Source: an optimization exercise on an open RTL-to-GDS flow (aim: small area and few clock cycles per item). Production flows keep margins and buffers that such runs may drop. Only simulation tests tie the RTL to the original design; equivalence was not proved.

==> trial 23: inputs <==
// i2c_slave_buffer_engine
module i2c_slave_buffer_engine #(
  parameter int BUF_DEPTH = BUF_DEPTH_DEFAULT
) (
  input  logic       clk,
  input  logic       rst,
  input  logic       req_valid,
  output logic       req_ready,
  input  logic [3:0] req_func,
  input  logic [7:0] req_bus_byte,
  input  logic [4:0] req_buf_index,
  input  logic [7:0] req_reply_byte,
  input  logic [5:0] req_reply_length,
  output logic       rsp_valid,
  input  logic       rsp_ready,
  output logic       rsp_ack,
  output logic       rsp_tx_valid,
  output logic [7:0] rsp_tx_byte,
  output logic       rsp_hold_clock,
  output logic       rsp_bus_reset,
  output logic       rsp_fault,
  output logic [2:0] rsp_mode,
  output logic       rsp_message_ready,
  output logic [5:0] rsp_rx_count,
  output logic [7:0] rsp_rx_byte,
  input  logic       cfg_valid,
  output logic       cfg_ready,
  input  logic [1:0] cfg_index,
  input  logic [6:0] cfg_value
);
  logic [6:0] own_address;
  logic [5:0] rx_limit;
  logic       reply_preloaded;
  logic [2:0] mode;
  logic [2:0] mode_next;
  logic [5:0] rx_cursor;
  logic [5:0] rx_cursor_next;
  logic       rc_zero;           
  logic       rc_zero_next;
  logic [4:0] rc_last;           
  logic [4:0] rc_last_next;
  logic [4:0] tx_last;           
  logic [4:0] tx_last_next;
  logic [4:0] tx_inc;
  logic       b_valid;
  logic       b_ack, b_tx_valid;
  logic       b_f;               
  logic       b_t;               
  logic       b_tx_sel, b_rx_sel;
  logic [4:0] b_rx_index;
  ...
export LEC_CHECK = 0
export CAP_MARGIN = 20
export CORE_MARGIN = 2
export CORE_UTILIZATION = 65
export PLACE_DENSITY = 0.75
export SLEW_MARGIN = 20
export SYNTH_HIERARCHICAL = 1
create_clock -name core_clock -period 5.0 [get_ports {clk}]
standard.sh (not shown) runs the stock make flow with config.mk's settings and CLKGATE_MAP_FILE= SYNTH_SCRIPT=/design/flow/synth_recipe.tcl, a recipe that flattens the netlist after the stock synthesis.
==> flow/flow/run.sh <==
#!/bin/bash
# The standard layout (the standard.sh, all ORFS steps unchanged) with two
# settings changed: the port buffers use the smallest buffer cell, and clock
# tree synthesis inserts no dummy loads and uses clkbuf_8 with small clusters.
set -euo pipefail
bash standard.sh \
  "BUFFER_PORTS_ARGS=-buffer_cell sky130_fd_sc_hd__buf_1" \
  "CTS_ARGS=-sink_clustering_enable -repair_clock_nets -dont_use_dummy_load -buf_list sky130_fd_sc_hd__clkbuf_8 -sink_clustering_size 18 -sink_clustering_max_diameter 60" \
  finish > standard_flow.log 2>&1
==> inputs of build 74, as changes to trial 23 <==
--- a/flow/design.v
+++ b/flow/design.v
@@ -119,56 +119,46 @@
 module i2csb_aoi222 (
   input  logic a1, a2, b1, b2, c1, c2,
   output logic y
 );
   assign y = !((a1 & a2) | (b1 & b2) | (c1 & c2));
 endmodule
-module i2csb_or_tail (
-  input  logic [9:0] a,
-  input  logic       a1, a2, b1, b2,
-  output logic       y
-);
-  logic [2:0] u;
-  logic       v;
-  i2csb_nand4 u_n0 (.a (a[0]), .b (a[1]), .c (a[2]), .d (a[3]), .y (u[0]));
-  i2csb_nand4 u_n1 (.a (a[4]), .b (a[5]), .c (a[6]), .d (a[7]), .y (u[1]));
-  i2csb_nand2 u_n2 (.a (a[8]), .b (a[9]), .y (u[2]));
-  i2csb_or3   u_o  (.a (u[0]), .b (u[1]), .c (u[2]), .y (v));
-  i2csb_a221o u_ao (.a1 (a1), .a2 (a2), .b1 (b1), .b2 (b2), .c (v), .y (y));
-endmodule
-module i2csb_or3 (
-  input  logic a, b, c,
+module i2csb_aoi22 (
+  input  logic a1, a2, b1, b2,
   output logic y
 );
-  assign y = a | b | c;
+  assign y = !((a1 & a2) | (b1 & b2));
 endmodule
-module i2csb_a221o (
-  input  logic a1, a2, b1, b2, c,
-  output logic y
+module i2csb_nand11 (
+  input  logic [10:0] a,
+  output logic        y
 );
-  assign y = (a1 & a2) | (b1 & b2) | c;
+  assign y = !(&a);
 endmodule
 module i2csb_mem (
   input  logic [31:0] sel,
   input  logic [31:0] data,
   output logic        rdata
 );
-  logic [9:0] t;
+  logic [10:0] t;
   for (genvar g = 0; g < 10; g++) begin : g_aoi
     i2csb_aoi222 u_aoi (
       .a1 (sel[3*g]),   .a2 (data[3*g]),
       .b1 (sel[3*g+1]), .b2 (data[3*g+1]),
       .c1 (sel[3*g+2]), .c2 (data[3*g+2]),
       .y  (t[g])
     );
   end
-  i2csb_or_tail u_or (
-    .a  (t),
+  i2csb_aoi22 u_aoi_last (
     .a1 (sel[30]), .a2 (data[30]),
     .b1 (sel[31]), .b2 (data[31]),
-    .y  (rdata)
+    .y  (t[10])
+  );
+  i2csb_nand11 u_or (
+    .a (t),
+    .y (rdata)
   );
 endmodule
 import i2csb_pkg::*;
 module i2c_slave_buffer_engine #(
   parameter int BUF_DEPTH = BUF_DEPTH_DEFAULT
 ) (
@@ -202,29 +192,26 @@
   logic [5:0] rx_limit;
   logic       reply_preloaded;
   logic [2:0] mode;
   logic [2:0] mode_next;
   logic [5:0] rx_cursor;
   logic [5:0] rx_cursor_next;
-  logic       rc_zero;           
-  logic       rc_zero_next;
-  logic [4:0] rc_last;           
-  logic [4:0] rc_last_next;
+  logic [5:0] reply_count;
+  logic [5:0] reply_count_next;
   logic [4:0] tx_last;           
   logic [4:0] tx_last_next;
-  logic [4:0] tx_inc;
+  logic [5:0] tx_cursor;
   logic       b_valid;
-  logic       b_ack, b_tx_valid;
-  logic       b_f;               
-  logic       b_t;               
-  logic       b_tx_sel, b_rx_sel;
+  logic       b_ack, b_tx_valid, b_bus_reset, b_fault, b_tx_sel, b_rx_sel;
   logic [4:0] b_rx_index;
   logic       n_ack, n_tx_valid, n_bus_reset, n_fault, n_tx_sel, n_rx_sel;
   logic       accept;
   logic       rx_we;
   logic       reply_we;
+  logic [5:0] rx_cap;
+  logic [5:0] rlen_cap;
   logic [7:0] rx_rd;
   logic [7:0] reply_rd;
   assign cfg_ready = 1'b1;
   always_ff @(posedge clk) begin
     if (rst) begin
       own_address     <= '0;
@@ -238,18 +225,19 @@
         default: ;
       endcase
     end
   end
   assign req_ready = !b_valid || rsp_ready;
   assign accept    = req_valid && req_ready;
-  assign tx_inc    = tx_last + 5'd1;
+  assign rx_cap    = (rx_limit > 6'd32) ? 6'd32 : rx_limit;
+  assign rlen_cap  = (req_reply_length > 6'd32) ? 6'd32 : req_reply_length;
+  assign tx_cursor = {1'b0, tx_last} + 6'd1;
   always_comb begin
     mode_next        = mode;
     rx_cursor_next   = rx_cursor;
-    rc_zero_next     = rc_zero;
-    rc_last_next     = rc_last;
+    reply_count_next = reply_count;
     tx_last_next     = tx_last;
     rx_we            = 1'b0;
     reply_we         = 1'b0;
     n_ack            = 1'b0;
     n_tx_valid       = 1'b0;
     n_bus_reset      = 1'b0;
@@ -260,13 +248,13 @@
       FUNC_ADDR: begin
         if (req_bus_byte[7:1] == own_address) begin
           n_ack = 1'b1;
           if (req_bus_byte[0]) begin
             if (mode == MODE_RECEIVED) begin
               if (reply_preloaded) begin
-                if (!rc_zero) begin
+                if (reply_count != '0) begin
                   tx_last_next = '0;
                   n_tx_valid   = 1'b1;
                   n_tx_sel     = 1'b1;
                   mode_next    = MODE_SENDING;
                 end else begin
                   n_fault = 1'b1;
@@ -281,43 +269,42 @@
             rx_cursor_next = '0;
             mode_next      = MODE_RECEIVING;
           end
         end
       end
       FUNC_RXDATA: begin
-        if (!rx_cursor[5] && rx_cursor < rx_limit) begin
+        if (rx_cursor < rx_cap) begin
           rx_we          = 1'b1;
           rx_cursor_next = rx_cursor + 6'd1;
         end
         n_ack = 1'b1;
       end
       FUNC_STOP: mode_next = MODE_RECEIVED;
       FUNC_TXDONE: begin
         n_tx_valid = 1'b1;
-        if (!rc_zero && tx_last < rc_last) begin
+        if (tx_cursor < reply_count) begin
           n_tx_sel     = 1'b1;
-          tx_last_next = tx_inc;
-          if (tx_inc == rc_last) begin
+          tx_last_next = tx_cursor[4:0];
+          if (tx_cursor + 6'd1 >= reply_count) begin
             mode_next = MODE_IDLE;
           end
         end
       end
       FUNC_ERRSTOP: ;
       FUNC_ARBLOST: mode_next = MODE_IDLE;
       FUNC_LOADREPLY: reply_we = 1'b1;
       FUNC_STARTREPLY: begin
         if (mode != MODE_RECEIVED && mode != MODE_READ_PENDING) begin
           n_fault = 1'b1;
         end
-        rc_zero_next     = (req_reply_length == '0);
-        rc_last_next     = req_reply_length[5] ? 5'd31 : req_reply_length[4:0] - 5'd1;
+        reply_count_next = rlen_cap;
         tx_last_next     = '0;
         mode_next        = MODE_SENDING;
         n_ack            = 1'b1;
         n_tx_valid       = 1'b1;
-        if (req_reply_length != '0) begin
+        if (rlen_cap != '0) begin
           n_tx_sel = 1'b1;
         end else begin
           n_fault = 1'b1;
         end
       end
       FUNC_READRX: n_rx_sel = 1'b1;
@@ -325,20 +312,18 @@
     endcase
   end
   always_ff @(posedge clk) begin
     if (rst) begin
       mode        <= MODE_IDLE;
       rx_cursor   <= '0;
-      rc_zero     <= 1'b1;
-      rc_last     <= '0;
+      reply_count <= '0;
       tx_last     <= '0;
     end else if (accept) begin
       mode        <= mode_next;
       rx_cursor   <= rx_cursor_next;
-      rc_zero     <= rc_zero_next;
-      rc_last     <= rc_last_next;
+      reply_count <= reply_count_next;
       tx_last     <= tx_last_next;
     end
   end
   always_ff @(posedge clk) begin
     if (rst) begin
       b_valid <= 1'b0;
@@ -347,14 +332,16 @@
     end
   end
   always_ff @(posedge clk) begin
     if (accept) begin
       b_ack       <= n_ack;
       b_tx_valid  <= n_tx_valid;
-      b_f         <= n_fault || n_rx_sel;
-      b_t         <= n_tx_sel || n_bus_reset;
+      b_bus_reset <= n_bus_reset;
+      b_fault     <= n_fault;
+      b_tx_sel    <= n_tx_sel;
+      b_rx_sel    <= n_rx_sel;
       b_rx_index  <= req_buf_index;
     end
   end
   logic [7:0]  rx_mem [32];
   logic [7:0]  reply_mem [32];
   logic [31:0] rx_wsel;
@@ -380,20 +367,18 @@
       assign rx_col[r]    = rx_mem[r][c];
       assign reply_col[r] = reply_mem[r][c];
     end
     i2csb_mem u_rx_rd    (.sel (rx_rsel),    .data (rx_col),    .rdata (rx_rd[c]));
     i2csb_mem u_reply_rd (.sel (reply_rsel), .data (reply_col), .rdata (reply_rd[c]));
   end
-  assign b_tx_sel = b_t && b_tx_valid;
-  assign b_rx_sel = b_f && !b_ack;
   assign rsp_valid         = b_valid;
   assign rsp_ack           = b_ack;
   assign rsp_tx_valid      = b_tx_valid;
   assign rsp_tx_byte       = reply_rd;
   assign rsp_hold_clock    = (mode == MODE_READ_PENDING);
-  assign rsp_bus_reset     = b_t && !b_tx_valid;
-  assign rsp_fault         = b_f && b_ack;
+  assign rsp_bus_reset     = b_bus_reset;
+  assign rsp_fault         = b_fault;
   assign rsp_mode          = mode;
   assign rsp_message_ready = (mode == MODE_RECEIVED);
   assign rsp_rx_count      = rx_cursor;
   assign rsp_rx_byte       = rx_rd;
 endmodule
==> flow/run.sh (new file) <==
#!/bin/bash
# synth_recipe.tcl (not shown) runs the flow's synth.tcl, then flattens the netlist and writes it again
# the make line also repeats each setting of config.mk as NAME=value (left out here)
make -C /OpenROAD-flow-scripts/flow DESIGN_CONFIG=/design/flow/config.mk WORK_HOME=/design/flow/orfs CLKGATE_MAP_FILE= SYNTH_SCRIPT=/design/flow/synth_recipe.tcl finish
- CORE_UTILIZATION: 65 -> 40
- PLACE_DENSITY: 0.75 -> 0.6
removed: flow/flow/run.sh
removed: flow/standard.sh
==> run summary <==
Clock-buffer cell count: build 74 is higher than trial 23 (37).
Against build 74, the die area of trial 23 is smaller by about 40%.
Between build 74 and trial 23, the lower hold slack is in trial 23 (gap 0.0073 ns).
Via count: trial 23 is lower than build 74 (1.9%).
In build 74 the non-clock buffer count is higher than in trial 23, by 1.
In trial 23 the core utilization is higher than in build 74, by 24 points.
Of build 74 and trial 23, trial 23 has the higher fmax (gap 4.4%, measured against trial 23).
Of build 74 and trial 23, trial 23 has the higher register-to-register slack (gap 0.26 ns).
Testbench counts of trial 23, summed over its fixed seeds: cycles 37,060, items 32,308.
Testbench counts of build 74, summed over its fixed seeds: cycles 37,060, items 32,308.

==> separate check: timing with driven ports <==
No port has a modelled driver above. Below, the same layouts with a new extraction and two added sets of constraints.
Step 1 sets driving cells, clkbuf_16 on the clock port and buf_2 on the other inputs (assumed; they add their load-dependent delay and slew).
Step 2, shift: input delay + t, output delay - t, t = (earliest + latest rising clock arrival at the registers) / 2. This alone moves slack from input paths to output paths.
Slacks: ideal ports / drivers / drivers and shift; pairs: ideal ports / drivers.
run	shift t [ns]	setup WS [ns]	worst hold slack (ns)	clock arrival spread, ns
trial 23	0.605	0.506 / 0.458 / 1.062	0.478 / 0.478 / 0.478	0.046 / 0.045
build 74	0.653	0.301 / 0.247 / 0.846	0.486 / 0.486 / 0.486	0.027 / 0.027
After both steps every run listed still meets setup and hold.
